What follows belongs to an exercise in optimizing a design on an open flow for small area; a production flow would make more cautious choices. Only simulation tests tie the RTL to the original design; equivalence was not proved. No activity file was given, so power comes from the tool's default toggle rates. No driver is modelled on the clock port, so clocking that relies on it looks cheaper here than on a real chip.

## run A
## letc_backend_top
module letc_backend_top (
    input  wire logic        clk,
    input  wire logic        rst_n,
    input  wire logic        m2_valid,
    input  wire logic [1:0]  m2_rd_src,
    input  wire logic [4:0]  m2_rd_idx,
    input  wire logic        m2_rd_we,
    input  wire logic [31:0] m2_alu_result,
    input  wire logic [31:0] m2_mem_rdata,
    input  wire logic [31:0] m2_csr_old_val,
    input  wire logic [11:0] m2_csr_idx,
    input  wire logic        m2_csr_wen,
    input  wire logic [31:0] m2_csr_new_val,
    input  wire logic        m2_sim_exit_req,
    input  wire logic        stall,
    input  wire logic        flush,
    input  wire logic [4:0]  rs1_idx,
    input  wire logic [4:0]  rs2_idx,
    output logic [31:0]      rs1_val,
    output logic [31:0]      rs2_val,
    input  wire logic [11:0] csr_rd_idx,
    output logic [31:0]      csr_rd_val,
    output logic             exit_req
);
    letc_core_backend backend (
        .clk             (clk),
        .rst_n           (rst_n),
        .m2_valid        (m2_valid),
        .m2_rd_src       (m2_rd_src),
        .m2_rd_idx       (m2_rd_idx),
        .m2_rd_we        (m2_rd_we),
        .m2_alu_result   (m2_alu_result),
  ...
clock: 7.0 ns
lec_check: 0
cap_margin: 5
core_margin: 2
core_utilization: 70
gpl_timing_driven: 0
place_density: 0.8
slew_margin: 5
standard.sh (not shown) runs the stock make flow with config.mk's settings and CLKGATE_MAP_FILE= SYNTH_SCRIPT=/design/flow/synth_recipe.tcl, a recipe that flattens the netlist after the stock synthesis.
==> flow/flow/run.sh <==
#!/bin/bash
# own layout flow:
#  1. the read multiplexers of the register file are mapped by hand
#     (gen_rdmux.py), the rest goes through the standard synthesis script
#     with an area-oriented abc script; registers are untouched
#  2. the standard layout steps, with small port buffers and a lean clock tree
set -euo pipefail
W="$(cd "$(dirname "${BASH_SOURCE[0]}")/.." && pwd)"
cd "$W"

python3 "$W/flow/gen_rdmux.py" "$W/design.v" "$W/design_mapped.v" > "$W/gen_rdmux.log" 2>&1

export MY_ABC_SCRIPT="$W/flow/area.abc"
export FLOW_SYNTH_TCL="$W/synth_recipe.tcl"

make -C "$FLOW_HOME" DESIGN_CONFIG="$W/config.mk" WORK_HOME="$W/orfs" CLKGATE_MAP_FILE= \
  SYNTH_SCRIPT="$W/flow/synth.tcl" VERILOG_FILES="$W/design_mapped.v" synth > "$W/synth.log" 2>&1

if [[ -n "${MY_SYNTH_ONLY:-}" ]]; then exit 0; fi

bash "$W/standard.sh" \
  "BUFFER_PORTS_ARGS=-buffer_cell sky130_fd_sc_hd__buf_1" \
  "CTS_ARGS=-sink_clustering_enable -repair_clock_nets -dont_use_dummy_load -buf_list sky130_fd_sc_hd__clkbuf_16 -sink_clustering_size 28 -sink_clustering_max_diameter 90" \
  finish > "$W/layout.log" 2>&1
Other scripts of this flow, unchanged in this note and not shown: flow/flow/area.abc, flow/flow/gen_rdmux.py, flow/flow/synth.tcl
To summarise run A: no stage aborted, but the layout did not pass its checks, failing on max-capacitance violations, max-slew violations, negative setup slack.
Relative to run A, the following input files were edited for run B:
- removing PLACE_DENSITY (formerly 0.8)
- removing GPL_TIMING_DRIVEN (formerly 0)
- changing CORE_UTILIZATION from 70 to 55
[summary]
Across run A and run B, a clean result was obtained everywhere but in run A.
Lower slew of the pin with the lowest slew margin goes to run B over run A.
Run A → run B: die area saw an increase, aggregate negative setup slack saw an increase.
Run B: slack of the worst reg-to-reg path higher than run A
Looking at non-clock buffer count, run B sits 53% higher than run A does.
Delta (run B minus run A): final clock skew fell by 0.010 ns, layout overhead on the synthesized area rose by 3.7 points, setup slack rose by 0.56 ns, final period utilization fell by 8.0 points.
--- input diff run B..run C ---
- an added PLACE_DENSITY of 0.8
- a change of CORE_UTILIZATION from 55 to 70
## What came out
- Combinational share of power down 0.2 points in run C wrt run B
- Between run C and run B, it is run C whose layout overhead on the synthesized area is lower, by 1.8 points.
- Buffer count from post-CTS setup fixing: run C vs run B identical
- Utilization in run C is 16 points above run B.
- On worst hold slack, run B tracks run C almost exactly.
- Compared with run B, in run C final critical-path required period has increased, total number of placement rows went down 12, switching part of the total barely changed.
Inputs modified between run C and run D:
- a change of CORE_UTILIZATION from 70 to 55
- a change of PLACE_DENSITY from 0.8 to 0.85
### Flow results
- Looking at worst relative slew slack, run D sits 2.4 points higher than run C does.
- | hold slack | run D vs run C | worse |
- Cmp run C and run D / first-pass iteration count of the detailed router / lower: run C
- Floorplan check, run D vs run C: die outline larger in run D
- Run D reports its startpoint of the worst setup timing path as rs2_idx[4] while run C reports rs1_idx[0].
- As of run D, power had risen slightly compared to run C.
- Summary of run D over run C: critical path depth fell by 1; met2 global-route usage fell by 12 points; clock network fraction of design power rose by 0.5 points.

---

## run X
Another version of the RTL of letc_backend_top (not shown whole).
For scale: ~3,200 cells after synthesis, about 1,200 flip-flops, about 270 I/O pins.
==> flow/config.mk <==
export PLATFORM = sky130hd
export DESIGN_NAME = letc_backend_top
export DESIGN_NICKNAME = letc_backend_top
export VERILOG_FILES = /design/flow/design.v
export SDC_FILE = /design/flow/constraint.sdc
export NUM_CORES = 4
export LEC_CHECK = 0
export CAP_MARGIN = 20
export CORE_MARGIN = 2
export CORE_UTILIZATION = 70
export PLACE_DENSITY = 0.8
export SLEW_MARGIN = 20
==> flow/constraint.sdc <==
create_clock -name core_clock -period 7.0 [get_ports {clk}]
set_input_delay 1.4000 -clock core_clock [delete_from_list [all_inputs] [get_ports {clk}]]
set_output_delay 1.4000 -clock core_clock [all_outputs]
set_load 0.01 [all_outputs]
==> flow/flow/run.sh <==
#!/bin/bash
# own layout flow:
#  1. the read multiplexers of the register file are mapped by hand
#     (gen_rdmux.py), the rest goes through the standard synthesis script
#     with an area-oriented abc script; registers are untouched
#  2. the standard layout steps, with small port buffers and a lean clock tree
set -euo pipefail
W="$(cd "$(dirname "${BASH_SOURCE[0]}")/.." && pwd)"
cd "$W"

python3 "$W/flow/gen_rdmux.py" "$W/design.v" "$W/design_mapped.v" > "$W/gen_rdmux.log" 2>&1

export MY_ABC_SCRIPT="$W/flow/area.abc"
export FLOW_SYNTH_TCL="$W/synth_recipe.tcl"

make -C "$FLOW_HOME" DESIGN_CONFIG="$W/config.mk" WORK_HOME="$W/orfs" CLKGATE_MAP_FILE= \
  SYNTH_SCRIPT="$W/flow/synth.tcl" VERILOG_FILES="$W/design_mapped.v" synth > "$W/synth.log" 2>&1

if [[ -n "${MY_SYNTH_ONLY:-}" ]]; then exit 0; fi

bash "$W/standard.sh" \
  "BUFFER_PORTS_ARGS=-buffer_cell sky130_fd_sc_hd__buf_1" \
  "GPL_KEEP_OVERFLOW=0" \
  "CTS_ARGS=-sink_clustering_enable -repair_clock_nets -dont_use_dummy_load -buf_list sky130_fd_sc_hd__clkbuf_16 -sink_clustering_size 28 -sink_clustering_max_diameter 90" \
  finish > "$W/layout.log" 2>&1
Other scripts of this flow, unchanged in this note and not shown: flow/flow/area.abc, flow/flow/gen_rdmux.py, flow/flow/synth.tcl
diff inputs: run X => run P
-- flow/flow/run.sh --
<<< run X, line 22
  "BUFFER_PORTS_ARGS=-buffer_cell sky130_fd_sc_hd__buf_1" \
  "GPL_KEEP_OVERFLOW=0" \
  "CTS_ARGS=-sink_clustering_enable -repair_clock_nets -dont_use_dummy_load -buf_list sky130_fd_sc_hd__clkbuf_16 -sink_clustering_size 28 -sink_clustering_max_diameter 90" \
  finish > "$W/layout.log" 2>&1
>>> run P, line 22
  "BUFFER_PORTS_ARGS=-buffer_cell sky130_fd_sc_hd__buf_1" \
  "GPL_KEEP_OVERFLOW=0" \
  "CTS_ARGS=-sink_clustering_enable -repair_clock_nets -dont_use_dummy_load -buf_list sky130_fd_sc_hd__clkbuf_16 -sink_clustering_size 30 -sink_clustering_max_diameter 100" \
  finish > "$W/layout.log" 2>&1
### Flow results
The latest clock arrival within the worst-skew pair of run P falls short of that of run X by 0.02 ns.
The final reports for run P and run X show post-layout worst setup margin lower in the former.
Re growth of design area from synthesis to finish: run P and run X aren't equal, and the higher value belongs to run X.
Status: core box area parity (run X, run P)
Compared to run X, run P has delay contributed by the slowest stage of the critical path 0.05 ns higher.
In terms of share of cells above drive strength 1, run X and run P differ only marginally.
The buffer share of cell area was comparable across run P and run X.

-- static timing again, ports no longer ideal --
The flow's constraints put no driver on any port. The routed layouts listed below were extracted and timed again, unchanged, in two steps. Step 1: set_driving_cell puts a clkbuf_16 on clk and a buf_2 on each other input, an assumption about the parent block. Step 2 adds t to the input delays and takes it off the output delays; t is the mean of the earliest and latest rising clock arrival at the registers after step 1. Input paths then give back, and output paths get back, about the clock's delay inside the block. a / b / c = ideal ports / drivers / drivers and shift; a / b = the first two.
| run | shift t [ns] | slack for setup (ns) | worst hold slack (ns) | worst setup path at the end | pins driven straight from the clock port |
|---|---|---|---|---|---|
| run A | 0.714 | -0.028 / -0.075 / -0.075 | 0.487 / 0.487 / 0.487 | input to output | 1 |
| run B | 0.713 | 0.535 / 0.509 / 0.509 | 0.485 / 0.485 / 0.485 | input to output | 1 |
| run C | 0.714 | 0.406 / 0.385 / 0.385 | 0.487 / 0.487 / 0.487 | input to output | 1 |
| run D | 0.717 | 0.305 / 0.220 / 0.220 | 0.474 / 0.474 / 0.474 | input to output | 1 |
| run X | 0.712 | 1.240 / 1.215 / 1.215 | 0.553 / 0.553 / 0.553 | input to output | 1 |
| run P | 0.711 | 1.207 / 1.176 / 1.176 | 0.556 / 0.556 / 0.556 | input to output | 1 |
For run D, which loses most, drivers alone change the setup slack by -0.085 ns; drivers and shift together by -0.085 ns.
